From an optimization exercise on the open Yosys and OpenROAD flow, aimed at small area and a short achievable clock period; shortcuts taken in it are not production practice.
At most, simulation tests tie the RTL to the original design; equivalence was not proved.
The RTL of runs 1 and 2 was laid out without a check of its function.

File: flow/run.sh
#!/bin/bash
# synth_recipe.tcl (not shown) runs the flow's synth.tcl, then flattens the netlist and writes it again
# the make line also repeats each setting of config.mk as NAME=value (left out here)
make -C /OpenROAD-flow-scripts/flow DESIGN_CONFIG=/design/flow/config.mk WORK_HOME=/design/flow/orfs CLKGATE_MAP_FILE= SYNTH_SCRIPT=/design/flow/synth_recipe.tcl finish
File: flow/config.mk
export PLATFORM = sky130hd
export DESIGN_NAME = mecanum_wheel_mixer_top
export DESIGN_NICKNAME = mecanum_wheel_mixer_top
export VERILOG_FILES = /design/flow/design.v
export SDC_FILE = /design/flow/constraint.sdc
export NUM_CORES = 4
export LEC_CHECK = 0
export CAP_MARGIN = 20
export CORE_MARGIN = 2
export CORE_UTILIZATION = 60
export CTS_CLUSTER_DIAMETER = 80
export CTS_CLUSTER_SIZE = 35
export PLACE_DENSITY = 0.75
export SETUP_SLACK_MARGIN = 4.75
export SLEW_MARGIN = 20
File: flow/constraint.sdc
create_clock -name core_clock -period 8.5 [get_ports {clk_i}]
set_input_delay 1.7000 -clock core_clock [delete_from_list [all_inputs] [get_ports {clk_i}]]
set_output_delay 1.7000 -clock core_clock [all_outputs]
set_load 0.01 [all_outputs]
File: flow/design.v
`timescale 1ns / 1ps
`default_nettype none
package mwm_pkg;
  localparam int CMD_W   = 9;    
  localparam int OUT_W   = 9;    
  localparam int MP_W    = 8;    
  localparam int PWR_W   = 11;   
  localparam int MAG_W   = 10;   
  localparam int QW      = 8;    
  localparam int DW      = MAG_W + QW;   
  localparam int D3_W    = MAG_W + 2;    
  localparam int LANES   = 4;    
  localparam int DL      = 2;    
  localparam int OUT_LIMIT = 255;
  localparam logic [MP_W-1:0] MP_RESET = 8'd25;
  localparam int APB_AW    = 3;
  localparam int APB_DW    = 32;
  localparam int REG_IDX_W = 1;
  localparam logic [REG_IDX_W-1:0] REG_MIN_POWER = 1'b0;
  localparam int LANE_FL = 0;
  localparam int LANE_FR = 1;
  localparam int LANE_BL = 2;
  localparam int LANE_BR = 3;
endpackage
`default_nettype wire
`timescale 1ns / 1ps
`default_nettype none
import mwm_pkg::*;
module mwm_apb (
  input  logic              clk_i,
  input  logic              rst_ni,
  input  logic              psel,
  input  logic              penable,
  input  logic              pwrite,
  input  logic [APB_AW-1:0] paddr,
  input  logic [APB_DW-1:0] pwdata,
  output logic [APB_DW-1:0] prdata,
  output logic              pready,
  output logic [MP_W-1:0]   min_power_o
);
  logic [MP_W-1:0]      min_power_q, min_power_d;
  logic [REG_IDX_W-1:0] reg_idx;
  logic                 wr_en;
  assign pready  = 1'b1;
  assign reg_idx = paddr[APB_AW-1:2];
  assign wr_en   = psel && penable && pwrite && pready;
  always_comb begin
    min_power_d = min_power_q;
    if (wr_en && (reg_idx == REG_MIN_POWER)) begin
      min_power_d = pwdata[MP_W-1:0];
    end
  end
  always_ff @(posedge clk_i or negedge rst_ni) begin
    if (!rst_ni) begin
      min_power_q <= MP_RESET;
    end else begin
      min_power_q <= min_power_d;
    end
  end
  always_comb begin
    case (reg_idx)
      REG_MIN_POWER: prdata = APB_DW'(min_power_q);
      default:       prdata = '0;
    endcase
  end
  assign min_power_o = min_power_q;
endmodule
`default_nettype wire
`timescale 1ns / 1ps
`default_nettype none
import mwm_pkg::*;
module mwm_mix (
  input  logic                        clk_i,
  input  logic signed [CMD_W-1:0]     strafe_i,
  input  logic signed [CMD_W-1:0]     forward_i,
  input  logic signed [CMD_W-1:0]     rotate_i,
  output logic [DL-1:0][DW-1:0]       num_o,    
  output logic [LANES-1:0]            neg_o,    
  output logic [MAG_W-1:0]            top_o,    
  output logic [D3_W-1:0]             dvs3_o,   
  output logic                        tp1_o,    
  output logic                        wsum_o,   
  output logic                        vsum_o,   
  output logic                        geae_o,   
  output logic                        geab_o    
);
  logic signed [MAG_W-1:0] xs, zs, s, d, v, w;
  logic                    tp1;
  logic [CMD_W-1:0]        a_q;
  logic signed [MAG_W-1:0] v_q, w_q;
  logic                    sy_q, tp1_q;
  always_comb begin
    xs  = MAG_W'(strafe_i);
    zs  = MAG_W'(rotate_i);
    s   = xs + zs;
    d   = xs - zs;
    tp1 = (strafe_i == '0) || (rotate_i == '0) ||
          (strafe_i[CMD_W-1] == rotate_i[CMD_W-1]);
    v   = tp1 ? d : s;
    w   = tp1 ? s : d;
  end
  always_ff @(posedge clk_i) begin
    a_q   <= forward_i[CMD_W-1] ? CMD_W'(-forward_i) : CMD_W'(forward_i);
    v_q   <= v;
    w_q   <= w;
    sy_q  <= forward_i[CMD_W-1];
    tp1_q <= tp1;
  end
  logic [MAG_W-1:0] b_m, e_m;         
  logic             sv_m, sw_m;
  logic             geae, geab, az;
  logic negwp, negwm, negvp, negvm;
  always_comb begin
    b_m  = v_q[MAG_W-1] ? MAG_W'(-v_q) : MAG_W'(v_q);
    e_m  = w_q[MAG_W-1] ? MAG_W'(-w_q) : MAG_W'(w_q);
    sv_m = v_q[MAG_W-1];
    sw_m = w_q[MAG_W-1];
    num_o[0] = (DW'(a_q) << 8) - DW'(a_q);
    num_o[1] = (DW'(b_m) << 8) - DW'(b_m);
    top_o    = MAG_W'(a_q) + e_m;
    dvs3_o   = (top_o > MAG_W'(OUT_LIMIT)) ? (D3_W'(top_o) << 1) + D3_W'(top_o)
                                           : D3_W'(3 * OUT_LIMIT);
    geae  = (MAG_W'(a_q) >= e_m);
    geab  = (MAG_W'(a_q) >= b_m);
    az    = (a_q == '0);
    negwp = geae ? sy_q : sw_m;      
    negwm = geae ? sy_q : !sw_m;     
    negvp = geab ? sy_q : sv_m;      
    negvm = geab ? sy_q : !sv_m;     
    if (tp1_q) begin
      neg_o[LANE_FL] = negwp;
      neg_o[LANE_FR] = negwm;
      neg_o[LANE_BR] = negvp;
      neg_o[LANE_BL] = negvm;
    end else begin
      neg_o[LANE_BR] = negwp;
      neg_o[LANE_BL] = negwm;
      neg_o[LANE_FL] = negvp;
      neg_o[LANE_FR] = negvm;
    end
    tp1_o  = tp1_q;
    wsum_o = az || (e_m == '0) || (sy_q == sw_m);
    vsum_o = az || (b_m == '0) || (sy_q == sv_m);
    geae_o = geae;
    geab_o = geab;
  end
endmodule
`default_nettype wire
`timescale 1ns / 1ps
`default_nettype none
import mwm_pkg::*;
module mwm_div #(
  parameter bit FAST = 1'b1   
) (
  input  logic [DL-1:0][DW-1:0] w_i,
  input  logic [MAG_W-1:0]      dvs_i,
  input  logic [D3_W-1:0]       dvs3_i,
  output logic [DL-1:0][DW-1:0] w_o
);
  logic [DL-1:0][D3_W-1:0] r4;
  logic [DL-1:0][D3_W:0]   e1, e2, e3;
  logic [DL-1:0]           g1, g2, g3;
  logic [DL-1:0][MAG_W-1:0] rn;
  logic [DL-1:0][1:0]      qd;
  for (genvar l = 0; l < DL; l++) begin : g_lane
    assign r4[l] = w_i[l][DW-1:DW-D3_W];
    assign qd[l] = {g2[l], g3[l] | (g1[l] & !g2[l])};
    assign w_o[l] = {rn[l], w_i[l][DW-D3_W-1:0], qd[l]};
    if (FAST) begin : g_fast
      assign e1[l] = {1'b0, r4[l]} - {3'b0, dvs_i};
      assign e2[l] = {1'b0, r4[l]} - {2'b0, dvs_i, 1'b0};
      assign e3[l] = {1'b0, r4[l]} - {1'b0, dvs3_i};
      assign g1[l] = !e1[l][D3_W];
      assign g2[l] = !e2[l][D3_W];
      assign g3[l] = !e3[l][D3_W];
      assign rn[l] = g3[l] ? e3[l][MAG_W-1:0] :
                     g2[l] ? e2[l][MAG_W-1:0] :
                     g1[l] ? e1[l][MAG_W-1:0] : r4[l][MAG_W-1:0];
    end else begin : g_compact
      assign g1[l] = (r4[l] >= {2'b0, dvs_i});
      assign g2[l] = (r4[l] >= {1'b0, dvs_i, 1'b0});
      assign g3[l] = (r4[l] >= dvs3_i);
      assign e1[l] = '0;
      assign e2[l] = '0;
      assign e3[l] = g3[l] ? {1'b0, dvs3_i} :
                     g2[l] ? {2'b0, dvs_i, 1'b0} :
                     g1[l] ? {3'b0, dvs_i} : '0;
      assign rn[l] = r4[l][MAG_W-1:0] - e3[l][MAG_W-1:0];
    end
  end
endmodule
`default_nettype wire
`timescale 1ns / 1ps
`default_nettype none
import mwm_pkg::*;
module mwm_comb (
  input  logic [QW-1:0]             qa_i,
  input  logic [MAG_W-1:0]          ra_i,
  input  logic [QW-1:0]             qb_i,
  input  logic [MAG_W-1:0]          rb_i,
  input  logic [MAG_W-1:0]          dvs_i,
  input  logic [QW-1:0]             t_i,
  input  logic                      tp1_i,
  input  logic                      wsum_i,
  input  logic                      vsum_i,
  input  logic                      geae_i,
  input  logic                      geab_i,
  output logic [LANES-1:0][QW-1:0]  q_o
);
  logic [MAG_W-1:0] nd, cs_s, cs_c;
  logic [MAG_W+1:0] cs;
  logic [MAG_W:0]   ra2;
  logic             c_sum, a_lt_b, b_lt_a, c_2ge, c_2gt, ra_nz;
  logic [QW-1:0]    s0, s1, dab, dba, y0, y1, x0;
  logic [QW-1:0]    nsum, ndif, n0, nvp, nvm, nwp, nwm;
  always_comb begin
    nd    = ~dvs_i;
    cs_s  = ra_i ^ rb_i ^ nd;
    cs_c  = (ra_i & rb_i) | (ra_i & nd) | (rb_i & nd);
    cs    = {2'b00, cs_s} + {1'b0, cs_c, 1'b1} + {2'b11, {MAG_W{1'b0}}};
    c_sum = !cs[MAG_W+1];
    ra2    = {ra_i, 1'b0};
    a_lt_b = (ra_i < rb_i);
    b_lt_a = (rb_i < ra_i);
    c_2ge  = (ra2 >= {1'b0, dvs_i});
    c_2gt  = (ra2 > {1'b0, dvs_i});
    ra_nz  = (ra_i != '0);
    s0  = qa_i + qb_i;
    s1  = qa_i + qb_i + 8'd1;
    dab = qa_i - qb_i;
    dba = qb_i - qa_i;
    y0  = {qa_i[QW-2:0], 1'b0} - t_i;
    y1  = {qa_i[QW-2:0], 1'b0} - t_i + 8'd1;
    x0  = t_i - {qa_i[QW-2:0], 1'b0};
    nsum = c_sum ? s1 : s0;
    ndif = geab_i ? (a_lt_b ? ~dba : dab) : (b_lt_a ? ~dab : dba);
    n0   = geae_i ? (c_2ge ? y1 : y0) : (ra_nz ? (c_2gt ? ~y1 : ~y0) : x0);
    nwp = wsum_i ? t_i : n0;         
    nwm = wsum_i ? n0 : t_i;         
    nvp = vsum_i ? nsum : ndif;      
    nvm = vsum_i ? ndif : nsum;      
    if (tp1_i) begin
      q_o[LANE_FL] = nwp;
      q_o[LANE_FR] = nwm;
      q_o[LANE_BR] = nvp;
      q_o[LANE_BL] = nvm;
    end else begin
      q_o[LANE_BR] = nwp;
      q_o[LANE_BL] = nwm;
      q_o[LANE_FL] = nvp;
      q_o[LANE_FR] = nvm;
    end
  end
endmodule
`default_nettype wire
`timescale 1ns / 1ps
`default_nettype none
import mwm_pkg::*;
module mwm_dband (
  input  logic [QW-1:0]   a_i,
  input  logic [MP_W-1:0] span_i,    
  input  logic [MP_W+1:0] span3_i,   
  output logic [15:0]     n_o
);
  logic [3:0][MP_W+1:0] pp;
  logic [15:0]          r0, r1, r2, s1, c1, s2, c2;
  always_comb begin
    for (int k = 0; k < 4; k++) begin
      case (a_i[2*k +: 2])
        2'd0:    pp[k] = '0;
        2'd1:    pp[k] = (MP_W+2)'(span_i);
        2'd2:    pp[k] = (MP_W+2)'({span_i, 1'b0});
        default: pp[k] = span3_i;
      endcase
    end
    r0  = 16'(pp[0]);
    r1  = 16'(pp[1]) << 2;
    r2  = 16'(pp[2]) << 4;
    s1  = r0 ^ r1 ^ r2;
    c1  = ((r0 & r1) | (r0 & r2) | (r1 & r2)) << 1;
    r2  = 16'(pp[3]) << 6;
    s2  = s1 ^ c1 ^ r2;
    c2  = ((s1 & c1) | (s1 & r2) | (c1 & r2)) << 1;
    n_o = s2 + c2;
  end
endmodule
`default_nettype wire
`timescale 1ns / 1ps
`default_nettype none
import mwm_pkg::*;
module mecanum_wheel_mixer_top (
  input  logic                    clk_i,
  input  logic                    rst_ni,
  input  logic                    start,
  output logic                    busy,
  input  logic signed [CMD_W-1:0] strafe_cmd_i,
  input  logic signed [CMD_W-1:0] forward_cmd_i,
  input  logic signed [CMD_W-1:0] rotate_cmd_i,
  output logic                    done_o,
  output logic signed [OUT_W-1:0] front_left_power_o,
  output logic signed [OUT_W-1:0] front_right_power_o,
  output logic signed [OUT_W-1:0] back_left_power_o,
  output logic signed [OUT_W-1:0] back_right_power_o,
  input  logic                    psel,
  input  logic                    penable,
  input  logic                    pwrite,
  input  logic [APB_AW-1:0]       paddr,
  input  logic [APB_DW-1:0]       pwdata,
  output logic [APB_DW-1:0]       prdata,
  output logic                    pready
);
  localparam int NSTEP = QW / 2;
  localparam int NV    = NSTEP + 5;
  logic            busy_q;
  logic [MP_W-1:0] min_power;
  logic [NV-1:0]   v_q;
  always_ff @(posedge clk_i or negedge rst_ni) begin
    if (!rst_ni) begin
      busy_q <= 1'b1;
      v_q    <= '0;
    end else begin
      busy_q <= 1'b0;
      v_q    <= {v_q[NV-2:0], start && !busy_q};
    end
  end
  assign busy   = busy_q;
  assign done_o = v_q[NV-1];
  mwm_apb u_apb (
    .clk_i       (clk_i),
    .rst_ni      (rst_ni),
    .psel        (psel),
    .penable     (penable),
    .pwrite      (pwrite),
    .paddr       (paddr),
    .pwdata      (pwdata),
    .prdata      (prdata),
    .pready      (pready),
    .min_power_o (min_power)
  );
  logic [DL-1:0][DW-1:0]    num, num_q;
  logic [LANES-1:0]         neg, neg_q;
  logic [MAG_W-1:0]         top, top_q;
  logic [D3_W-1:0]          dvs3, dvs3_q;
  logic                     tp1, wsum, vsum, geae, geab;
  localparam int SB_W = LANES + 5;    
  logic [SB_W-1:0] sb0, sb0_q;
  mwm_mix u_mix (
    .clk_i    (clk_i),
    .strafe_i (strafe_cmd_i),
    .forward_i(forward_cmd_i),
    .rotate_i (rotate_cmd_i),
    .num_o    (num),
    .neg_o    (neg),
    .top_o    (top),
    .dvs3_o   (dvs3),
    .tp1_o    (tp1),
    .wsum_o   (wsum),
    .vsum_o   (vsum),
    .geae_o   (geae),
    .geab_o   (geab)
  );
  assign sb0 = {neg, tp1, wsum, vsum, geae, geab};
  always_ff @(posedge clk_i) begin
    num_q  <= num;
    top_q  <= top;
    dvs3_q <= dvs3;
    sb0_q  <= sb0;
  end
  logic [NSTEP:0][DL-1:0][DW-1:0]   w;
  logic [NSTEP:0][MAG_W-1:0]        dv;
  logic [NSTEP:0][D3_W-1:0]         dv3;
  logic [NSTEP:0][SB_W-1:0]         sb;
  logic [NSTEP-1:0][DL-1:0][DW-1:0] w_d;
  logic [NSTEP:0][MAG_W-1:0]        dve;
  assign w[0]   = num_q;
  assign dv[0]  = top_q;
  assign dv3[0] = dvs3_q;
  assign sb[0]  = sb0_q;
  for (genvar k = 0; k <= NSTEP; k++) begin : g_dve
    assign dve[k] = {dv[k][MAG_W-1:QW], dv[k][QW-1:0] | {QW{!(|dv[k][MAG_W-1:QW])}}};
  end
  for (genvar k = 0; k < NSTEP; k++) begin : g_step
    mwm_div #(.FAST(1'b1)) u_div (
      .w_i    (w[k]),
      .dvs_i  (dve[k]),
      .dvs3_i (dv3[k]),
      .w_o    (w_d[k])
    );
    always_ff @(posedge clk_i) begin
      w[k+1]   <= w_d[k];
      dv[k+1]  <= dv[k];
      dv3[k+1] <= dv3[k];
      sb[k+1]  <= sb[k];
    end
  end
  logic [LANES-1:0][QW-1:0] q_d, q;
  logic [LANES-1:0]         qneg;
  logic [QW-1:0]            qt;
  logic                     ctp1, cwsum, cvsum, cgeae, cgeab;
  logic [LANES-1:0]         cneg;
  assign {cneg, ctp1, cwsum, cvsum, cgeae, cgeab} = sb[NSTEP];
  assign qt = dv[NSTEP][QW-1:0] | {QW{|dv[NSTEP][MAG_W-1:QW]}};
  mwm_comb u_comb (
    .qa_i   (w[NSTEP][0][QW-1:0]),
    .ra_i   (w[NSTEP][0][DW-1:QW]),
    .qb_i   (w[NSTEP][1][QW-1:0]),
    .rb_i   (w[NSTEP][1][DW-1:QW]),
    .dvs_i  (dve[NSTEP]),
    .t_i    (qt),
    .tp1_i  (ctp1),
    .wsum_i (cwsum),
    .vsum_i (cvsum),
    .geae_i (cgeae),
    .geab_i (cgeab),
    .q_o    (q_d)
  );
  always_ff @(posedge clk_i) begin
    q    <= q_d;
    qneg <= cneg;
  end
  logic [MP_W-1:0] span;
  logic [MP_W+1:0] span3_q;
  assign span = ~min_power;
  always_ff @(posedge clk_i) begin
    span3_q <= (MP_W+2)'({span, 1'b0}) + (MP_W+2)'(span);
  end
  logic [LANES-1:0][15:0] n_d, n_q;
  logic [LANES-1:0]       nneg_q, nnz_q;
  for (genvar l = 0; l < LANES; l++) begin : g_db
    mwm_dband u_db (
      .a_i     (q[l]),
      .span_i  (span),
      .span3_i (span3_q),
      .n_o     (n_d[l])
    );
  end
  always_ff @(posedge clk_i) begin
    n_q    <= n_d;
    nneg_q <= qneg;
    for (int l = 0; l < LANES; l++) begin
      nnz_q[l] <= (q[l] != '0);
    end
  end
  logic [MP_W-1:0]             mm_pos, mm_neg;
  logic [LANES-1:0][QW-1:0]    hi;
  logic [LANES-1:0][8:0]       u;
  logic [LANES-1:0][QW-1:0]    t;
  logic [LANES-1:0][OUT_W-1:0] pwr_d, pwr;
  assign mm_pos = min_power;
  assign mm_neg = (min_power == 8'hff) ? 8'hfe : min_power;
  always_comb begin
    for (int l = 0; l < LANES; l++) begin
      hi[l] = n_q[l][15:8];
      u[l]  = 9'(hi[l]) + 9'(n_q[l][7:0]) + 9'(!nneg_q[l]);
      t[l] = (nneg_q[l] ? mm_neg : mm_pos) + hi[l] + QW'(u[l][8]);
      if (!nnz_q[l]) begin
        pwr_d[l] = '0;
      end else if (nneg_q[l]) begin
        pwr_d[l] = {1'b1, ~t[l]};
      end else begin
        pwr_d[l] = {1'b0, t[l]};
      end
    end
  end
  always_ff @(posedge clk_i) begin
    pwr <= pwr_d;
  end
  assign front_left_power_o  = pwr[LANE_FL];
  assign front_right_power_o = pwr[LANE_FR];
  assign back_left_power_o   = pwr[LANE_BL];
  assign back_right_power_o  = pwr[LANE_BR];
endmodule
`default_nettype wire
==> results of run 1 <==
## sequential cells by signal, summed over array words and instances (netlist names), 12 cells and up
register / flops
dv: 40
dvs3_q: 12
g_step.u_div.dvs3_i: 36
n_q: 64
num_q: 36
pwr: 36
q: 32
sb: 36
w: 144
## cell type report
type / count / area, µm²
Multi-Input combinational cell: 3633 / 28200
Fill cell: 5316 / 21800
Sequential cell: 525 / 10700
Inverter: 393 / 1500
Timing Repair Buffer: 158 / 1490
Tap cell: 864 / 1080
Clock buffer: 29 / 726
Clock inverter: 24 / 485
## per-stage QoR
stage	area, µm²	utilization	setup WS, ns	hold WS (ns)
floorplan	40200	-	4.76	0.310
global placement	41500	0.629	3.87	0.310
detailed placement	41500	0.629	3.85	0.312
CTS	43200	0.655	4.65	0.306
global route	44200	0.669	4.58	0.296
finish	44200	0.669	4.72	0.303
## cell families (layout without fill, tap and decap cells)
| family | count (synthesis) | after routing | synth area share |
|---|---|---|---|
| buffers and inverters | 559 | 604 | 0.0552 |
| AOI/OAI and AO/OA | 1194 | 1194 | 0.187 |
| and+or+nand+nor | 1229 | 1229 | 0.146 |
| DFF | 525 | 525 | 0.264 |
| adders and majority gates | 637 | 637 | 0.219 |
| muxes | 221 | 221 | 0.0573 |
| other | 2 | 26 | 0.000187 |
| xor gates and xnor gates | 326 | 326 | 0.0712 |
## synthesized netlist by cell type, drive strengths merged, types with 59 or more instances
master,count,area (µm²)
ha,529,6620
dfxtp,507,10100
o21ai,436,2180
nand2,421,1580
inv,390,1460
nor2,279,1050
a21oi,226,1130
xnor2,194,1700
mux2i,151,1510
xor2,132,1160
clkbuf,123,462
a21o,121,908
fa,108,2160
nor3,78,390
nand3,77,385
nor2b,76,475
mux2,70,788
nand2b,64,400
o211ai,59,443
## worst max path at each step
stage | startpoint | to | slack (ns) | cells past startpoint
floorplan | q[8] | n_q[30] | 4.76 | 18
global placement | paddr[2] | prdata[3] | 3.87 | 3
detailed placement | u_apb.min_power_q[5] | n_q[30] | 3.85 | 17
CTS | u_apb.min_power_q[3] | n_q[14] | 4.65 | 18
global route | u_apb.min_power_q[3] | n_q[30] | 4.58 | 16
finish | u_apb.min_power_q[4] | n_q[30] | 4.72 | 15
## repair_timing
action	CTS	global route
pin swaps	17	67
gates cloned	0	0
buffers inserted	32	30
gates resized for setup	151	193
endpoints found under the setup margin	143	126
hold buffers	0	0
## routing by layer
layer | GRT usage | vias to the layer above | wire length [µm]
met5 | 0 | - | 11
met4 | 0.0901 | 2 | 3660
met3 | 0.0355 | 259 | 6820
met2 | 0.477 | 1080 | 47700
met1 | 0.392 | 15528 | 46200
li1 | - | 16442 | -
## placed cells by master (no fill, tap or decap), drive strengths merged, types with 18 or more instances in the layout
| cell | synthesis | layout |
|---|---|---|
| or3 | 42 | 42 |
| mux2i | 151 | 151 |
| buf | 43 | 80 |
| nor3 | 78 | 78 |
| nor2b | 76 | 76 |
| fa | 108 | 108 |
| a21boi | 29 | 29 |
| a21o | 121 | 121 |
| xnor2 | 194 | 194 |
| clkdlybuf4s50 | 0 | 77 |
| nor4 | 29 | 29 |
| o21ai | 436 | 436 |
| xor2 | 132 | 132 |
| a211oi | 43 | 43 |
| a211o | 18 | 18 |
| nand2 | 421 | 421 |
| ha | 529 | 529 |
| o21bai | 22 | 22 |
| nand2b | 64 | 64 |
| a31oi | 25 | 25 |
| a2111oi | 18 | 18 |
| mux2 | 70 | 70 |
| o31ai | 19 | 19 |
| a21oi | 226 | 226 |
| nand3 | 77 | 77 |
| conb | 2 | 26 |
| o21a | 43 | 43 |
| or2 | 19 | 19 |
| nor2 | 279 | 279 |
| inv | 390 | 395 |
| and2 | 57 | 57 |
| and3 | 26 | 26 |
| dfxtp | 507 | 507 |
| clkbuf | 123 | 29 |
| o211ai | 59 | 59 |
## worst max-delay path, cell delays in order, from the launching register on
cell      delay, ns
dfstp_4        0.69
buf_6          0.14
o21ai_2        0.07
fa_1           0.50
inv_1          0.06
fa_1           0.54
inv_1          0.08
ha_4           0.29
nor2b_1        0.22
o21ai_1        0.13
a21boi_1       0.24
o21ai_1        0.15
a21boi_1       0.20
o21ai_1        0.12
nand2_1        0.12
o311ai_2       0.09
==> impl_metrics.env, run 1 <==
export IMPL_status="no timing/DRC/antenna violations"
export IMPL_ant_nets=0
export IMPL_cap_violations=0
export IMPL_drc=0
export IMPL_synth_cell_type_count=84
export IMPL_min_delay_start="w[128]"
export IMPL_fin_worst_skew_ns=0.0668
export IMPL_rr_endpoint="n_q[30]"
export IMPL_num_vias=33311
export IMPL_fin_crit_sh=0.445
export IMPL_holdPathStages=0
export IMPL_r2r_start="u_apb.min_power_q[4]"
export IMPL_dieArea_mm2=0.0690
export IMPL_drt_pass1_iterations=8
export IMPL_hold_class="register to register"
export IMPL_crit_fanout=6
export IMPL_max_freq_ghz=0.264
export IMPL_startpoint_type="register"
export IMPL_track_usage=0.288
export IMPL_tightest_slew_ns=1.11
export IMPL_finalSetupTns_ns=0
export IMPL_syn_to_final_growth_pct=10.1
export IMPL_dp_hpwl_um=79100
export IMPL_yosysSeqAreaShare=0.264
export IMPL_first_global_vias=31218
export IMPL_instances_no_fill=5626
export IMPL_clock_sinks=525
export IMPL_place_inst=5511
export IMPL_core_mm2=0.0660
export IMPL_die_h_um=263
export IMPL_async_flop_share=0.0343
export IMPL_antenna_found_initial=1
export IMPL_synthFlopType="dfxtp_1"
export IMPL_wire_per_inst_um=18.6
export IMPL_insertion_delay_ns=0.66
export IMPL_syn_avg_cell_area_um2=8.55
export IMPL_n_antenna_cell=0
export IMPL_drive_above_1_share=0.0907
export IMPL_synth_edff_count=0
export IMPL_avgViaCountPerCell=5.92
export IMPL_ys_warn_count=5
export IMPL_wl_um=104000
export IMPL_hold_end="w[166]"
export IMPL_worstSetupPathType="register to register"
export IMPL_reg2reg_slack_ns=4.72
export IMPL_port_buffers=87
export IMPL_synthCells=4693
export IMPL_cts_tree="yes"
export IMPL_r2r_cells=15
export IMPL_cts_reportedPaths_clkPinSlew_ns=0.12
export IMPL_finalMaxSlewViolations=0
export IMPL_rows=94
export IMPL_cts_path_max_buffers=3
export IMPL_setup_viol=0
export IMPL_netlist_area_mm2=0.0401
export IMPL_grt_first_pass_wirelength_um=163000
export IMPL_end_kind="register"
export IMPL_io_pins=139
export IMPL_floorplan_initialDensity=0.608
export IMPL_grt_ovfl_total=0
export IMPL_grt_max_degree=36
export IMPL_dieWidth_um=263
export IMPL_ys_seq_elements=525
export IMPL_crit_arrival_ns=4.31
export IMPL_rsz0062_at_grt="true"
export IMPL_drt_iter0_drc=2590
export IMPL_cts_root_buf="clkbuf_16"
export IMPL_hold_viol=0
export IMPL_h_tree_depth=1
export IMPL_nets=5445
export IMPL_numCtsBuffers=29
export IMPL_place_congestion=0.939
export IMPL_fin_crit_ns=3.78
export IMPL_worstPathRequired_ns=9.03
export IMPL_relSlewSlack=0.258
==> inputs of run 2 (changes only) <==
--- a/flow/design.v
+++ b/flow/design.v
@@ -222,15 +222,15 @@
     ra2    = {ra_i, 1'b0};
     a_lt_b = (ra_i < rb_i);
-    b_lt_a = (rb_i < ra_i);
+    b_lt_a = !a_lt_b && (ra_i != rb_i);
     c_2ge  = (ra2 >= {1'b0, dvs_i});
-    c_2gt  = (ra2 > {1'b0, dvs_i});
+    c_2gt  = c_2ge && (ra2 != {1'b0, dvs_i});
     ra_nz  = (ra_i != '0);
     s0  = qa_i + qb_i;
-    s1  = qa_i + qb_i + 8'd1;
+    s1  = s0 + 8'd1;
     dab = qa_i - qb_i;
-    dba = qb_i - qa_i;
+    dba = ~dab + 8'd1;
     y0  = {qa_i[QW-2:0], 1'b0} - t_i;
-    y1  = {qa_i[QW-2:0], 1'b0} - t_i + 8'd1;
-    x0  = t_i - {qa_i[QW-2:0], 1'b0};
+    y1  = y0 + 8'd1;
+    x0  = ~y0 + 8'd1;
     nsum = c_sum ? s1 : s0;
     ndif = geab_i ? (a_lt_b ? ~dba : dab) : (b_lt_a ? ~dab : dba);
==> run 2 against run 1 <==
- register-to-register slack worse by 0.23 ns
- synthesized cell count is 3.6% lower
- critical path depth is 1 lower
- still clean
- worst hold slack better by 0.026 ns
- utilization is 0.66 points higher
- largest cell class unchanged
==> impl_metrics.env, run 2 <==
export IMPL_grt_ovfl_total=0
export IMPL_synth_cell_type_count=87
export IMPL_antenna_found_initial=1
export IMPL_num_fill_cells=5098
export IMPL_finish_utilization=0.676
export IMPL_floorplan_initialDensity=0.605
export IMPL_slowest_delay_ns=0.73
export IMPL_track_usage=0.285
export IMPL_grt_max_degree=36
export IMPL_dieWidth_um=259
export IMPL_finalMaxSlewViolations=0
export IMPL_largest_reg_flops=144
export IMPL_core_mm2=0.0643
export IMPL_hold_buffers=0
export IMPL_grt_first_pass_wirelength_um=156000
export IMPL_clock_sinks=525
export IMPL_ant_nets=0
export IMPL_slowest_stage="dfstp_4"
export IMPL_synthFlopType="dfxtp_1"
export IMPL_tightest_slew_ns=1.00
export IMPL_startpoint_type="register"
export IMPL_cts_root_buf="clkbuf_16"
export IMPL_drt_iter0_drc=2329
export IMPL_critPathTopFamily="adder cells"
export IMPL_syn_to_final_growth_pct=11.7
export IMPL_drc=0
export IMPL_die_h_um=259
export IMPL_finalSetupTns_ns=0
export IMPL_numCtsBuffers=28
export IMPL_dieArea_mm2=0.0669
export IMPL_fin_worst_skew_ns=0.0339
export IMPL_regMostFlops="w"
export IMPL_multi_input_area_mm2=0.0274
export IMPL_status="no timing/DRC/antenna violations"
export IMPL_hold_viol=0
export IMPL_netlist_area_mm2=0.0389
export IMPL_crit_fanout=6
export IMPL_path_cells="buf_6, buf_6, o21ai_2, nand2_1, o21ai_2, fa_1, fa_1, ha_4, a21boi_1, o311a_1, o21a_1, o21a_1, o41a_1, xnor2_1"
export IMPL_rsz0062_at_grt="true"
export IMPL_nets=5292
export IMPL_seq_area_mm2=0.0107
export IMPL_rows=93
export IMPL_synth_top_area_frac=0.261
export IMPL_fin_crit_ns=4.01
export IMPL_hold_class="register to register"
export IMPL_startpoint="u_apb.min_power_q[3]"
export IMPL_worstPathRequired_ns=9.05
export IMPL_r2r_start="u_apb.min_power_q[3]"
export IMPL_avgViaCountPerCell=5.80
export IMPL_num_vias=31757
export IMPL_crit_arrival_ns=4.56
export IMPL_first_global_vias=30379
export IMPL_cap_violations=0
export IMPL_yosysSeqAreaShare=0.272
export IMPL_layout_commonest_cell="ha_1"
export IMPL_fin_crit_sh=0.472
export IMPL_cts_path_max_buffers=3
export IMPL_yosys_area_top_type="dfxtp_1"
export IMPL_end_kind="register"
export IMPL_cts_tree="yes"
export IMPL_yosys_top_cells_count="ha_1, dfxtp_1, o21ai_0"
export IMPL_yosysMostFrequentCell="ha_1"
export IMPL_drt_pass1_iterations=6
export IMPL_min_delay_start="w[74]"
export IMPL_reg_top3="w (144), n_q (64), dv (40)"
export IMPL_final_cell_mix="ha_1, dfxtp_1, nand2_1, o21ai_0, inv_1"
export IMPL_ys_warn_count=5
export IMPL_wire_per_inst_um=18.1
export IMPL_place_congestion=0.942
export IMPL_wl_um=98800
export IMPL_synth_area_top_cells="dfxtp_1, ha_1, fa_1"
export IMPL_insertion_delay_ns=0.64
export IMPL_port_buffers=87
export IMPL_io_pins=139
export IMPL_syn_avg_cell_area_um2=8.61
export IMPL_relSlewSlack=0.331
export IMPL_drive_above_1_share=0.109
export IMPL_cts_reportedPaths_clkPinSlew_ns=0.11
export IMPL_ys_seq_elements=525
export IMPL_max_freq_ghz=0.249
export IMPL_async_flop_share=0.0343
export IMPL_h_tree_depth=1
export IMPL_worstSetupPathType="register to register"
export IMPL_dp_hpwl_um=73800
export IMPL_synthCells=4523
export IMPL_synth_edff_count=0
export IMPL_n_antenna_cell=0
export IMPL_setup_viol=0
export IMPL_cp_num_buf_inv=2
==> run 2: changes by cell type in the layout (fill, tap and decap cells not counted), sizes merged, moves of 28 or more <==
cell    previous run  this run
nand2b            64        92
o21ai            436       407
inv              395       349
xnor2            194       231
a21oi            226       278
nor2b             76       107
o211ai            59        17
buf               80       119
mux2              70        39
nand2            421       379
==> run 2: cell type report <==
class | count | share of cell area
Clock buffer | 28 | 0.0161
Inverter | 347 | 0.0305
Clock inverter | 23 | 0.00969
Tap cell | 855 | 0.0246
Sequential cell | 525 | 0.247
Timing Repair Buffer | 197 | 0.0437
Multi-Input combinational cell | 3498 | 0.629
==> run 2: cell families (layout without fill, tap and decap cells) <==
| logic type | Yosys count | count (layout) | share of synthesized area |
|---|---|---|---|
| simple gates | 1204 | 1204 | 0.152 |
| compound gates | 1096 | 1096 | 0.170 |
| fa+ha+maj | 627 | 627 | 0.222 |
| flops | 525 | 525 | 0.272 |
| buf+inv | 524 | 595 | 0.0535 |
| xor+xnor | 347 | 347 | 0.0781 |
| mux | 198 | 198 | 0.0522 |
| other cells | 2 | 26 | 0.000193 |
==> run 2: final timing paths <==
| kind | to | slack, ns | cells past startpoint |
|---|---|---|---|
| worst max-delay path | n_q[31] | 4.49 | 14 |
| worst min-delay path | w[112] | 0.33 | 0 |
| worst max register to register | n_q[31] | 4.49 | 14 |
| worst min register to register | w[112] | 0.33 | 0 |
| max in group asynchronous | u_apb.min_power_q[1] | 7.03 | 1 |
| min in group asynchronous | u_apb.min_power_q[5] | 1.05 | 1 |
==> run 2: per-stage QoR <==
stage	instance area (µm²)	setup WS [ns]	hold WS, ns	instances
after global placement	40400	3.87	0.310	5333
after global routing	43500	4.42	0.327	5473
after detailed placement	40400	3.84	0.312	5333
final	43500	4.49	0.330	5473
after floorplan	39200	4.74	0.310	4547
after CTS	42500	4.56	0.333	5438
==> run 2: timing repair <==
action,CTS,global route
endpoints found under the hold margin,0,0
setup endpoints to repair,124,103
gates resized for setup,198,204
setup buffers,53,34
pin swaps,56,82
cloned,1,1
==> run 2: metal layers <==
| layer | track usage | share of wire | vias to the layer above |
|---|---|---|---|
| met5 | 0 | 0.00011 | - |
| met4 | 0.0923 | 0.033 | 2 |
| met3 | 0.0422 | 0.063 | 217 |
| met2 | 0.478 | 0.46 | 930 |
| met1 | 0.378 | 0.44 | 14864 |
| li1 | - | - | 15744 |
==> inputs of run 3 (changes only) <==
--- a/flow/design.v
+++ b/flow/design.v
@@ -263,4 +263,20 @@
   output logic [15:0]     n_o
 );
+  function automatic logic [15:0] add16(input logic [15:0] a, input logic [15:0] b);
+    logic [15:0] g, p, gn, pn;
+    g = a & b;
+    p = a ^ b;
+    for (int l = 1; l < 16; l = l * 2) begin
+      gn = g;
+      pn = p;
+      for (int i = l; i < 16; i++) begin
+        gn[i] = g[i] | (p[i] & g[i-l]);
+        pn[i] = p[i] & p[i-l];
+      end
+      g = gn;
+      p = pn;
+    end
+    add16 = (a ^ b) ^ {g[14:0], 1'b0};
+  endfunction
   logic [3:0][MP_W+1:0] pp;
   logic [15:0]          r0, r1, r2, s1, c1, s2, c2;
@@ -282,5 +298,5 @@
     s2  = s1 ^ c1 ^ r2;
     c2  = ((s1 & c1) | (s1 & r2) | (c1 & r2)) << 1;
-    n_o = s2 + c2;
+    n_o = add16(s2, c2);
   end
 endmodule
@@ -419,8 +435,9 @@
     qneg <= cneg;
   end
-  logic [MP_W-1:0] span;
+  logic [MP_W-1:0] span, span_q;
   logic [MP_W+1:0] span3_q;
   assign span = ~min_power;
   always_ff @(posedge clk_i) begin
+    span_q  <= span;
     span3_q <= (MP_W+2)'({span, 1'b0}) + (MP_W+2)'(span);
   end
@@ -430,5 +447,5 @@
     mwm_dband u_db (
       .a_i     (q[l]),
-      .span_i  (span),
+      .span_i  (span_q),
       .span3_i (span3_q),
       .n_o     (n_d[l])
==> run 3 against run 2 <==
- still clean on timing, DRC and antenna
- final cell count fell by 3.3%
- cell area rose by 0.49%
- first-iteration DRC count down 6.1%
- maximum frequency is 5.5% higher
- clock skew increased by 0.0029 ns
- highest routed layer is now met4
- critical endpoint is now n_q[15]
- worst hold slack improved by 0.00095 ns
- area after synthesis increased by 0.72%
- die area increased by 0.71%
==> impl_metrics.env, run 3 <==
export IMPL_crit_arrival_ns=4.34
export IMPL_cts_reportedPaths_clkPinSlew_ns=0.09
export IMPL_rows=93
export IMPL_tightest_slew_ns=1.02
export IMPL_wl_um=96800
export IMPL_fin_crit_sh=0.447
export IMPL_cts_root_buf="clkbuf_16"
export IMPL_yosys_area_top_type="dfxtp_1"
export IMPL_antenna_found_initial=2
export IMPL_synth_edff_count=0
export IMPL_worstSetupPathType="register to register"
export IMPL_place_inst=5153
export IMPL_largest_reg_flops=144
export IMPL_finalMaxSlewViolations=0
export IMPL_final_cell_mix="ha_1, dfxtp_1, inv_1, xnor2_1, nand2_1"
export IMPL_regMostFlops="w"
export IMPL_synth_cell_type_count=85
export IMPL_num_vias=31192
export IMPL_syn_to_final_growth_pct=11.5
export IMPL_cap_violations=0
export IMPL_relSlewSlack=0.319
export IMPL_worstPathRequired_ns=9.04
export IMPL_cts_path_max_buffers=3
export IMPL_netlist_area_mm2=0.0392
export IMPL_drc=0
export IMPL_dp_hpwl_um=72800
export IMPL_h_tree_depth=1
export IMPL_grt_ovfl_total=0
export IMPL_port_buffers=87
export IMPL_io_pins=139
export IMPL_drive_above_1_share=0.131
export IMPL_ant_nets=0
export IMPL_first_global_vias=29369
export IMPL_drt_pass1_iterations=6
export IMPL_numCtsBuffers=30
export IMPL_insertion_delay_ns=0.65
export IMPL_instances_no_fill=5293
export IMPL_core_mm2=0.0646
export IMPL_syn_avg_cell_area_um2=9.07
export IMPL_floorplan_initialDensity=0.607
export IMPL_status="no timing/DRC/antenna violations"
export IMPL_grt_max_degree=37
export IMPL_synthFlopType="dfxtp_1"
export IMPL_setup_slack_ns=4.70
export IMPL_cts_tree="yes"
export IMPL_track_usage=0.275
export IMPL_async_flop_share=0.0338
export IMPL_ys_seq_elements=532
export IMPL_place_ws_ns=3.82
export IMPL_nets=5106
export IMPL_drt_iter0_drc=2186
export IMPL_hold_viol=0
export IMPL_avgViaCountPerCell=5.89
export IMPL_dieWidth_um=260
export IMPL_rsz0062_at_grt="true"
export IMPL_synth_area_top_cells="dfxtp_1, ha_1, fa_1"
export IMPL_fin_crit_ns=3.80
export IMPL_ys_warn_count=5
export IMPL_clock_sinks=532
export IMPL_dieArea_mm2=0.0674
export IMPL_max_freq_ghz=0.263
export IMPL_setup_viol=0
export IMPL_synth_top_area_frac=0.262
export IMPL_fin_worst_skew_ns=0.0368
export IMPL_grt_first_pass_wirelength_um=151000
export IMPL_layout_commonest_cell="ha_1"
export IMPL_synthCells=4323
export IMPL_yosysMostFrequentCell="ha_1"
export IMPL_reg_top3="w (144), n_q (64), dv (40)"
export IMPL_startpoint_type="register"
export IMPL_wire_per_inst_um=18.3
export IMPL_n_antenna_cell=0
export IMPL_yosys_top_cells_count="ha_1, dfxtp_1, inv_1"
export IMPL_die_h_um=260
export IMPL_hold_class="register to register"
export IMPL_finalSetupTns_ns=0
export IMPL_place_congestion=0.914
export IMPL_end_kind="register"
export IMPL_crit_fanout=32
export IMPL_yosysSeqAreaShare=0.274
export IMPL_whs_ns=0.331
==> run 3: cell count changes after synthesis, sizes merged, moves of 14 or more <==
cell,change
a22o,+26
o21ai,-168
o41ai,+15
mux2i,-14
nor2,-19
a22oi,+74
nand2b,-17
a21oi,-52
nand2,-159
mux2,+115
nor2b,+24
==> run 3: cells by family (layout without fill, tap and decap cells) <==
group | Yosys count | in the layout | synth area share
other cells | 2 | 26 | 0.000192
simple gates | 1030 | 1030 | 0.133
xor+xnor | 338 | 338 | 0.0755
mux | 299 | 299 | 0.0812
fa+ha+maj | 621 | 621 | 0.218
buf+inv | 498 | 589 | 0.0505
compound gates | 1003 | 1003 | 0.167
flops | 532 | 532 | 0.274
==> run 3: final cells by class <==
type                       instances  area, µm²
multi-input combinational       3317      27500
fill                            5138      20900
sequential                       532      10900
timing repair buffer             195       1770
inverter                         341       1280
tap                              855       1070
clock buffer                      31        754
clock inverter                    22        443
==> run 3: layer usage <==
layer / track usage / wire, µm / vias to the layer above
met4: 0.0829 / 3020 / 0
met1: 0.383 / 43800 / 14714
met5: 0 / 0 / -
li1: - / - / 15391
met3: 0.0311 / 5680 / 183
met2: 0.448 / 44300 / 904
==> run 3: metrics by stage <==
| stage | util | area [µm²] |
|---|---|---|
| 3_3_place_gp | 0.631 | 40700 |
| 3_5_place_dp | 0.631 | 40700 |
| 6_report | 0.677 | 43700 |
| 2_1_floorplan | - | 39300 |
| 5_1_grt | 0.677 | 43700 |
| 4_1_cts | 0.658 | 42500 |
==> run 3: worst paths after layout <==
check | start | to | slack [ns] | cells past startpoint
worst max-delay path | span_q[1] | n_q[15] | 4.70 | 16
worst min-delay path | qneg[3] | nneg_q[3] | 0.33 | 0
worst max register to register | span_q[1] | n_q[15] | 4.70 | 16
worst min register to register | qneg[3] | nneg_q[3] | 0.33 | 0
max in group asynchronous | rst_ni | u_apb.min_power_q[1] | 6.51 | 1
min in group asynchronous | rst_ni | v_q[0] | 1.49 | 1
==> run 3: what timing repair did <==
item | in CTS | in global routing
setup buffers | 32 | 54
setup endpoints to repair | 132 | 114
pin swaps | 4 | 69
hold buffers | 0 | 0
gates resized for setup | 178 | 192
cloned | 0 | 1
==> run 3: worst max-delay path, stage by stage, from the launching register on <==
cell,delay (ns)
dfxtp_1,0.34
buf_12,0.18
mux2_2,0.28
a22oi_2,0.19
fa_1,0.50
inv_2,0.10
ha_4,0.20
ha_1,0.26
a21o_1,0.19
a21oi_2,0.14
nand2b_1,0.12
a21boi_1,0.07
o21a_1,0.22
o2111ai_1,0.20
nand3_1,0.14
o41ai_2,0.34
xor2_1,0.21
==> inputs of run 4 (changes only) <==
--- a/flow/config.mk
+++ b/flow/config.mk
@@ -12,4 +12,4 @@
 export CTS_CLUSTER_SIZE = 35
 export PLACE_DENSITY = 0.75
-export SETUP_SLACK_MARGIN = 4.75
+export SETUP_SLACK_MARGIN = 4.9
 export SLEW_MARGIN = 20
==> run 4 against run 3 <==
- clock-buffer cell count increased by 1
- clock skew grew 0.0053 ns
==> impl_metrics.env, run 4 <==
export IMPL_num_vias=31984
export IMPL_finalMaxSlewViolations=0
export IMPL_avgViaCountPerCell=5.95
export IMPL_largest_reg_flops=144
export IMPL_track_usage=0.285
export IMPL_place_congestion=0.913
export IMPL_end_kind="register"
export IMPL_grt_first_pass_wirelength_um=157000
export IMPL_rsz0062_at_grt="true"
export IMPL_syn_avg_cell_area_um2=9.07
export IMPL_cts_reportedPaths_clkPinSlew_ns=0.11
export IMPL_num_fill_cells=4823
export IMPL_wl_um=102000
export IMPL_cap_violations=0
export IMPL_crit_arrival_ns=4.33
export IMPL_synth_cell_type_count=85
export IMPL_regMostFlops="w"
export IMPL_numCtsBuffers=31
export IMPL_io_pins=139
export IMPL_drive_above_1_share=0.170
export IMPL_nets=5183
export IMPL_finish_utilization=0.700
export IMPL_fin_crit_ns=3.81
export IMPL_h_tree_depth=1
export IMPL_synthCells=4323
export IMPL_die_h_um=260
export IMPL_cp_num_cells=17
export IMPL_synthFlopType="dfxtp_1"
export IMPL_core_mm2=0.0646
export IMPL_setup_viol=0
export IMPL_dieArea_mm2=0.0674
export IMPL_cp_num_buf_inv=3
export IMPL_clock_sinks=532
export IMPL_synth_edff_count=0
export IMPL_rows=93
export IMPL_worstPathRequired_ns=9.02
export IMPL_cts_tree="yes"
export IMPL_wire_per_inst_um=18.9
export IMPL_hold_buffers=0
export IMPL_ant_nets=0
export IMPL_antenna_found_initial=0
export IMPL_drc=0
export IMPL_crit_fanout=7
export IMPL_yosys_top_cells_count="ha_1, dfxtp_1, inv_1"
export IMPL_grt_ovfl_total=0
export IMPL_final_cell_mix="ha_1, dfxtp_1, inv_1, xnor2_1, nand2_1"
export IMPL_slowest_delay_ns=0.47
export IMPL_grt_max_degree=37
export IMPL_holdPathStages=0
export IMPL_cts_root_buf="clkbuf_16"
export IMPL_yosys_area_top_type="dfxtp_1"
export IMPL_tightest_slew_ns=0.969
export IMPL_first_global_vias=30294
export IMPL_ys_warn_count=5
export IMPL_r2r_cells=17
export IMPL_synth_area_top_cells="dfxtp_1, ha_1, fa_1"
export IMPL_yosysMostFrequentCell="ha_1"
export IMPL_reg_top3="w (144), n_q (64), dv (40)"
export IMPL_floorplan_initialDensity=0.607
export IMPL_drt_iter0_drc=2237
export IMPL_startpoint_type="register"
export IMPL_port_buffers=87
export IMPL_yosysSeqAreaShare=0.274
export IMPL_synth_top_area_frac=0.262
export IMPL_critPathTopFamily="adder cells"
export IMPL_finalSetupTns_ns=0
export IMPL_netlist_area_mm2=0.0392
export IMPL_path_cells="buf_12, buf_4, mux2_4, a22oi_2, fa_1, inv_1, fa_1, ha_4, nor2b_4, o21ai_2, a21boi_2, o21ai_1, nand2b_1, a21o_1, a21o_1, nand4_1, o311ai_2"
export IMPL_worstSetupPathType="register to register"
export IMPL_fin_crit_sh=0.448
export IMPL_insertion_delay_ns=0.67
export IMPL_n_antenna_cell=0
export IMPL_status="no timing/DRC/antenna violations"
export IMPL_drt_pass1_iterations=7
export IMPL_relSlewSlack=0.352
export IMPL_hold_viol=0
export IMPL_design_area_mm2=0.0452
export IMPL_cts_path_max_buffers=3
export IMPL_hold_class="register to register"
export IMPL_layout_commonest_cell="ha_1"
export IMPL_slowest_stage="fa_1"
export IMPL_ys_seq_elements=532
export IMPL_dp_hpwl_um=73500
export IMPL_syn_to_final_growth_pct=15.3
export IMPL_max_freq_ghz=0.262
export IMPL_fin_worst_skew_ns=0.0421
export IMPL_dieWidth_um=260
export IMPL_async_flop_share=0.0338
export IMPL_placed_cell_area_mm2=0.0409
run 4: cell counts after synthesis:
Identical to the previous run, type by type.
run 4: cell families after synthesis:
group,synth area share
other,0.000192
adders and majority gates,0.218
DFF,0.274
buffers and inverters,0.0505
muxes,0.0812
and+or+nand+nor,0.133
AOI/OAI and AO/OA,0.167
xor gates and xnor gates,0.0755
run 4: per-layer routing:
metal | GRT usage | vias up | share of wire
li1 | - | 15558 | -
met1 | 0.396 | 15171 | 0.45
met2 | 0.476 | 1025 | 0.47
met3 | 0.0269 | 230 | 0.056
met4 | 0.0749 | 0 | 0.030
met5 | 0 | - | 0
run 4: stage by stage:
step	hold slack [ns]	worst slack, ns	std cells
global route	0.336	4.61	5372
detailed placement	0.312	3.52	5159
global placement	0.311	3.55	5159
CTS	0.335	4.76	5289
floorplan	0.310	4.84	4347
finish	0.333	4.69	5372
run 4: path summary, 6_finish.rpt:
| check | start | to | slack, ns |
|---|---|---|---|
| min reg2reg | w[38] | w[76] | 0.33 |
| min | w[38] | w[76] | 0.33 |
| max reg2reg | span_q[5] | n_q[30] | 4.69 |
| max in group asynchronous | rst_ni | u_apb.min_power_q[2] | 6.35 |
| min in group asynchronous | rst_ni | v_q[5] | 1.55 |
| max | span_q[5] | n_q[30] | 4.69 |
run 4: area by class of cell:
type	instances	area, µm²	share of cell area
Inverter	341	1280	0.0284
Clock inverter	24	531	0.0117
Tap cell	855	1070	0.0237
Sequential cell	532	10900	0.241
Multi-Input combinational cell	3317	28100	0.622
Clock buffer	32	779	0.0172
Timing Repair Buffer	271	2530	0.0561
run 4: timing repair:
action                                 in CTS  in global routing
endpoints found under the hold margin       0                  0
gates resized for setup                   296                237
cloned                                      4                  1
setup endpoints to repair                 166                136
pin swaps                                  46                124
buffers inserted                           70                 81
==> inputs of run 5 (changes only) <==
--- a/flow/config.mk
+++ b/flow/config.mk
@@ -12,4 +12,4 @@
 export CTS_CLUSTER_SIZE = 35
 export PLACE_DENSITY = 0.75
-export SETUP_SLACK_MARGIN = 4.9
+export SETUP_SLACK_MARGIN = 4.65
 export SLEW_MARGIN = 20
==> run 5 against run 4 <==
- utilization down 2.4 points
- first-iteration DRC count is 6.6% higher
- final cell count fell by 1.2%
- global-route usage fell by 1.4 points
- via count fell by 2.2%
- cell area decreased by 3.5%
- worst hold slack lost 0.013 ns
- sequential share of layout area increased by 0.80 points
- still clean
- non-clock buffer count down 65
==> impl_metrics.env, run 5 <==
export IMPL_async_flop_share=0.0338
export IMPL_reg_top3="w (144), n_q (64), dv (40)"
export IMPL_io_pins=139
export IMPL_grt_max_degree=36
export IMPL_num_vias=31282
export IMPL_end_kind="register"
export IMPL_hold_viol=0
export IMPL_dieWidth_um=260
export IMPL_crit_fanout=7
export IMPL_drc=0
export IMPL_whs_ns=0.320
export IMPL_setup_slack_ns=4.64
export IMPL_cts_tree="yes"
export IMPL_port_buffers=87
export IMPL_status="no timing/DRC/antenna violations"
export IMPL_nets=5116
export IMPL_grt_first_pass_wirelength_um=150000
export IMPL_clock_sinks=532
export IMPL_antenna_found_initial=2
export IMPL_cp_endpoint="n_q[47]"
export IMPL_insertion_delay_ns=0.66
export IMPL_worstPathRequired_ns=9.09
export IMPL_yosys_area_top_type="dfxtp_1"
export IMPL_dp_hpwl_um=73000
export IMPL_cts_reportedPaths_clkPinSlew_ns=0.12
export IMPL_grt_ovfl_total=0
export IMPL_syn_to_final_growth_pct=11.2
export IMPL_numCtsBuffers=29
export IMPL_fin_worst_skew_ns=0.0289
export IMPL_finish_utilization=0.676
export IMPL_yosysMostFrequentCell="ha_1"
export IMPL_r2r_start="q[16]"
export IMPL_synth_cell_type_count=85
export IMPL_drt_iter0_drc=2385
export IMPL_tightest_slew_ns=0.997
export IMPL_relSlewSlack=0.334
export IMPL_hold_class="register to register"
export IMPL_cts_path_max_buffers=3
export IMPL_synth_top_area_frac=0.262
export IMPL_max_freq_ghz=0.259
export IMPL_netlist_area_mm2=0.0392
export IMPL_first_global_vias=29075
export IMPL_cts_root_buf="clkbuf_16"
export IMPL_ys_seq_elements=532
export IMPL_crit_arrival_ns=4.45
export IMPL_track_usage=0.271
export IMPL_dieArea_mm2=0.0674
export IMPL_worstSetupPathType="register to register"
export IMPL_avgViaCountPerCell=5.90
export IMPL_slowest_delay_ns=0.56
export IMPL_rr_endpoint="n_q[47]"
export IMPL_synthCells=4323
export IMPL_rows=93
export IMPL_h_tree_depth=1
export IMPL_floorplan_initialDensity=0.607
export IMPL_startpoint="q[16]"
export IMPL_fin_crit_ns=3.86
export IMPL_largest_reg_flops=144
export IMPL_drt_pass1_iterations=6
export IMPL_syn_avg_cell_area_um2=9.07
export IMPL_yosys_top_cells_count="ha_1, dfxtp_1, inv_1"
export IMPL_startpoint_type="register"
export IMPL_r2r_cells=15
export IMPL_rsz0062_at_grt="true"
export IMPL_die_h_um=260
export IMPL_ant_nets=0
export IMPL_fin_crit_sh=0.455
export IMPL_drive_above_1_share=0.122
export IMPL_core_mm2=0.0646
export IMPL_regMostFlops="w"
export IMPL_setup_viol=0
export IMPL_min_delay_start="w[126]"
export IMPL_synthFlopType="dfxtp_1"
export IMPL_finalSetupTns_ns=0
export IMPL_path_cells="nor2b_4, a22oi_2, fa_1, inv_1, ha_1, ha_1, a21o_1, a21oi_4, nand2b_4, a21boi_2, o311a_1, o21a_1, o21a_1, o41ai_2, xor2_1"
export IMPL_wire_per_inst_um=18.1
export IMPL_cap_violations=0
export IMPL_synth_edff_count=0
export IMPL_slowest_stage="fa_1"
export IMPL_ys_warn_count=5
export IMPL_layout_commonest_cell="ha_1"
export IMPL_synth_area_top_cells="dfxtp_1, ha_1, fa_1"
export IMPL_final_cell_mix="ha_1, dfxtp_1, inv_1, nor2_1, xnor2_1"
export IMPL_reg2reg_slack_ns=4.64
export IMPL_finalMaxSlewViolations=0
export IMPL_wl_um=96300
export IMPL_place_ws_ns=3.84
export IMPL_yosysSeqAreaShare=0.274
export IMPL_place_congestion=0.927
==> run 5: changes by cell type in the layout (fill, tap and decap cells not counted), sizes merged <==
cell and delta:
diode +2, clkbuf -1, bufbuf -2, clkinv -2, buf -64
==> run 5: area by class of cell <==
class	count	area, µm²
diodes	2	5.00
flip-flops and latches	532	10900
clock inverters	22	453
repair buffers	206	1890
clock buffers	30	739
well taps	855	1070
fillers	5082	21000
multi-input cells	3317	27300
inverters	341	1280
==> run 5: how the worst min path moves through the flow <==
| stage | endpoint | cells after the start |
|---|---|---|
| floorplan | nneg_q[0] | 0 |
| global route | w[164] | 0 |
| detailed placement | sb[20] | 0 |
| global placement | qneg[1] | 0 |
| finish | w[164] | 0 |
| CTS | w[164] | 0 |
==> run 5: through the flow <==
step | cells | area, µm²
after floorplan | 4347 | 39300
after global placement | 5153 | 40700
after detailed placement | 5153 | 40700
after CTS | 5225 | 42300
after global routing | 5303 | 43600
final | 5305 | 43600
==> run 5: cells by family (layout without fill, tap and decap cells) <==
logic type | count (synthesis) | in the layout | share of synthesized area
adders and majority gates | 621 | 621 | 0.218
AOI/OAI and AO/OA | 1003 | 1003 | 0.167
xor gates and xnor gates | 338 | 338 | 0.0755
buffers and inverters | 498 | 599 | 0.0505
DFF | 532 | 532 | 0.274
and+or+nand+nor | 1030 | 1030 | 0.133
other | 2 | 28 | 0.000192
muxes | 299 | 299 | 0.0812
==> run 5: what timing repair did <==
item	CTS	global route
gates resized for setup	137	172
pin swaps	2	60
endpoints found under the setup margin	118	108
cloned	0	1
hold buffers	0	0
setup buffers	20	77
==> run 5: per-layer routing <==
layer	vias to the layer above	GRT usage	share of wire
met5	-	0	0
met4	0	0.0779	0.032
met3	196	0.0291	0.054
met2	954	0.441	0.46
met1	14734	0.381	0.46
li1	15398	-	-
==> run 5: critical path: cells and delay by family, from the launching register on <==
kind | cells | cell delay [ns]
AO/OA/AOI/OAI | 8 | 1.54
XOR/XNOR | 1 | 0.19
adder cells (fa/ha/maj) | 3 | 1.16
buffers and inverters | 1 | 0.06
flip-flops | 1 | 0.43
AND/OR/NAND/NOR | 2 | 0.40
==> inputs of run 6 (changes only) <==
--- a/flow/config.mk
+++ b/flow/config.mk
@@ -11,5 +11,5 @@
 export CTS_CLUSTER_DIAMETER = 80
 export CTS_CLUSTER_SIZE = 35
-export PLACE_DENSITY = 0.75
-export SETUP_SLACK_MARGIN = 4.65
+export PLACE_DENSITY = 0.85
+export SETUP_SLACK_MARGIN = 4.6
 export SLEW_MARGIN = 20
==> run 6 against run 5 <==
- still clean
- critical endpoint is now dvs3_q[9]
- sequential cell count stayed put
- register-to-register slack lost 0.13 ns
- highest routed layer unchanged
- via count increased by 3.0%
- critical path depth increased by 2
- non-clock buffer count shrank 33
- die area unchanged
- worst hold slack better by 0.016 ns
==> impl_metrics.env, run 6 <==
export IMPL_fin_crit_ns=3.99
export IMPL_status="no timing/DRC/antenna violations"
export IMPL_yosys_top_cells_count="ha_1, dfxtp_1, inv_1"
export IMPL_cts_reportedPaths_clkPinSlew_ns=0.12
export IMPL_async_flop_share=0.0338
export IMPL_drive_above_1_share=0.108
export IMPL_use_met3=0.0288
export IMPL_drc=0
export IMPL_insertion_delay_ns=0.63
export IMPL_final_cell_mix="ha_1, dfxtp_1, inv_1, nor2_1, xnor2_1"
export IMPL_fin_worst_skew_ns=0.0284
export IMPL_startpoint_type="register"
export IMPL_grt_max_degree=36
export IMPL_rsz0062_at_grt="true"
export IMPL_place_congestion=0.936
export IMPL_critPathTopFamily="compound AO/OA/AOI/OAI gates"
export IMPL_die_h_um=260
export IMPL_tightest_slew_ns=1.12
export IMPL_ys_warn_count=5
export IMPL_synth_top_area_frac=0.262
export IMPL_finalSetupTns_ns=0
export IMPL_setup_viol=0
export IMPL_path_common_cell="o21ai_1"
export IMPL_synth_edff_count=0
export IMPL_reg_top3="w (144), n_q (64), dv (40)"
export IMPL_worstSetupPathType="register to register"
export IMPL_syn_avg_cell_area_um2=9.07
export IMPL_yosysMostFrequentCell="ha_1"
export IMPL_ant_nets=0
export IMPL_io_pins=139
export IMPL_finalMaxSlewViolations=0
export IMPL_synthCells=4323
export IMPL_dieArea_mm2=0.0674
export IMPL_cap_violations=0
export IMPL_yosysSeqAreaShare=0.274
export IMPL_netlist_area_mm2=0.0392
export IMPL_cts_root_buf="clkbuf_16"
export IMPL_n_antenna_cell=0
export IMPL_synth_cell_type_count=85
export IMPL_crit_arrival_ns=4.51
export IMPL_relSlewSlack=0.251
export IMPL_path_cells="or3_1, nand2_1, xor2_2, inv_1, ha_1, a21oi_1, o21ai_1, xnor2_2, ha_1, o21ai_1, a21boi_2, o21ai_1, a21boi_1, o21ai_1, nand2b_1, xnor2_1, nand2_1"
export IMPL_floorplan_initialDensity=0.607
export IMPL_ys_seq_elements=532
export IMPL_slowest_delay_ns=0.44
export IMPL_rows=93
export IMPL_cts_tree="yes"
export IMPL_port_buffers=87
export IMPL_design_area_mm2=0.0429
export IMPL_layout_commonest_cell="ha_1"
export IMPL_synthFlopType="dfxtp_1"
export IMPL_hold_viol=0
export IMPL_drt_pass1_iterations=9
export IMPL_wire_per_inst_um=19.0
export IMPL_num_vias=32217
export IMPL_nets=5081
export IMPL_worstPathRequired_ns=9.02
export IMPL_antenna_found_initial=1
export IMPL_grt_met2_usage=0.473
export IMPL_track_usage=0.278
export IMPL_crit_fanout=10
export IMPL_largest_reg_flops=144
export IMPL_fin_crit_sh=0.470
export IMPL_cts_path_max_buffers=3
export IMPL_numCtsBuffers=27
export IMPL_h_tree_depth=1
export IMPL_core_mm2=0.0646
export IMPL_syn_to_final_growth_pct=9.40
export IMPL_end_kind="register"
export IMPL_avgViaCountPerCell=6.12
export IMPL_max_freq_ghz=0.250
export IMPL_placed_cell_area_mm2=0.0407
export IMPL_dieWidth_um=260
export IMPL_hold_class="register to register"
export IMPL_regMostFlops="w"
export IMPL_wl_um=100000
export IMPL_drt_iter0_drc=2896
export IMPL_slowest_stage="or3_1"
export IMPL_grt_use_met1=0.357
export IMPL_grt_ovfl_total=0
export IMPL_grt_first_pass_wirelength_um=155000
export IMPL_cp_num_buf_inv=1
export IMPL_first_global_vias=30674
export IMPL_dp_hpwl_um=73700
export IMPL_synth_area_top_cells="dfxtp_1, ha_1, fa_1"
export IMPL_yosys_area_top_type="dfxtp_1"
export IMPL_clock_sinks=532
export IMPL_top_usage_layer="met2"
==> run 6: changes by cell type in the layout (fill, tap and decap cells not counted), sizes merged <==
cell | previous run | this run
buf | 125 | 89
clkinv | 12 | 8
clkbuf | 33 | 35
clkinvlp | 0 | 2
diode | 2 | 0
inv | 351 | 349
bufinv | 0 | 1
==> run 6: repair_timing <==
item                                    in CTS  in global routing
cloned                                       0                  1
pin swaps                                    1                 14
hold buffers                                 0                  0
endpoints found under the setup margin      82                120
setup buffers                               10                 52
gates resized for setup                    112                139
endpoints found under the hold margin        0                  0
==> run 6: logic make-up (layout without fill, tap and decap cells) <==
kind of cell / after synthesis / in the layout / share of synthesized area
simple gates: 1030 / 1030 / 0.133
compound gates: 1003 / 1003 / 0.167
fa+ha+maj: 621 / 621 / 0.218
flops: 532 / 532 / 0.274
buf+inv: 498 / 562 / 0.0505
xor+xnor: 338 / 338 / 0.0755
mux: 299 / 299 / 0.0812
other cells: 2 / 26 / 0.000192
==> run 6: area by class of cell <==
class                   count  area, µm²
flip-flops and latches    532      10900
fillers                  4785      21700
clock buffers              29        703
well taps                 855       1070
clock inverters            19        348
inverters                 341       1280
repair buffers            173       1560
multi-input cells        3317      27100
==> run 6: path summary, 6_finish.rpt <==
check,from,to,slack (ns),depth (start not counted)
worst min register to register,sb[20],sb[29],0.34,0
worst min-delay path,sb[20],sb[29],0.34,0
worst max-delay path,u_mix.v_q[0],dvs3_q[9],4.51,17
min in group asynchronous,rst_ni,u_apb.min_power_q[5],1.55,1
worst max register to register,u_mix.v_q[0],dvs3_q[9],4.51,17
max in group asynchronous,rst_ni,v_q[0],6.43,1
==> run 6: per-stage QoR <==
step           hold slack [ns]  setup WS (ns)  cells   util
2_1_floorplan            0.310           4.60   4347      -
3_3_place_gp             0.310           3.87   5155  0.631
3_5_place_dp             0.312           3.85   5155  0.631
4_1_cts                  0.336           4.48   5213  0.652
5_1_grt                  0.344           4.46   5266  0.664
6_report                 0.336           4.51   5266  0.664
==> run 6: metal layers <==
metal,part of all wire,vias up
li1,-,15318
met1,0.41,15226
met2,0.47,1332
met3,0.062,341
met4,0.057,0
met5,0,-

==> re-timing with driven ports <==
The flow's constraints put no driver on any port. The routed layouts listed below were extracted and timed again, unchanged, in two steps.
Step 1 sets driving cells, clkbuf_16 on the clock port and buf_2 on the other inputs (assumed; they add their load-dependent delay and slew).
Step 2 also shifts input and output timing later by t, the mid clock arrival at the registers, as if the neighbouring blocks saw the same clock.
a / b / c = no drivers / after step 1 / after step 2; a / b = the first two.
run	t (ns)	slack for setup (ns)	latest minus earliest clock arrival (ns)	slew at the worst register clock pin (ns)	worst slew at a driven data input, ns
run 1	0.694	4.718 / 4.708 / 4.270	0.068 / 0.068	0.12 / 0.12	0.06
run 2	0.692	4.491 / 4.491 / 4.219	0.034 / 0.033	0.12 / 0.12	0.05
run 3	0.704	4.699 / 4.693 / 4.304	0.047 / 0.047	0.12 / 0.12	0.05
run 4	0.714	4.688 / 4.688 / 4.391	0.044 / 0.044	0.12 / 0.12	0.06
run 5	0.708	4.636 / 4.636 / 4.161	0.029 / 0.029	0.12 / 0.12	0.05
run 6	0.684	4.507 / 4.507 / 4.102	0.031 / 0.030	0.12 / 0.12	0.05
After both steps setup and hold are still met in every run listed. For run 5, which loses most, drivers alone change the setup slack by 0.000 ns; drivers and shift together by -0.475 ns.
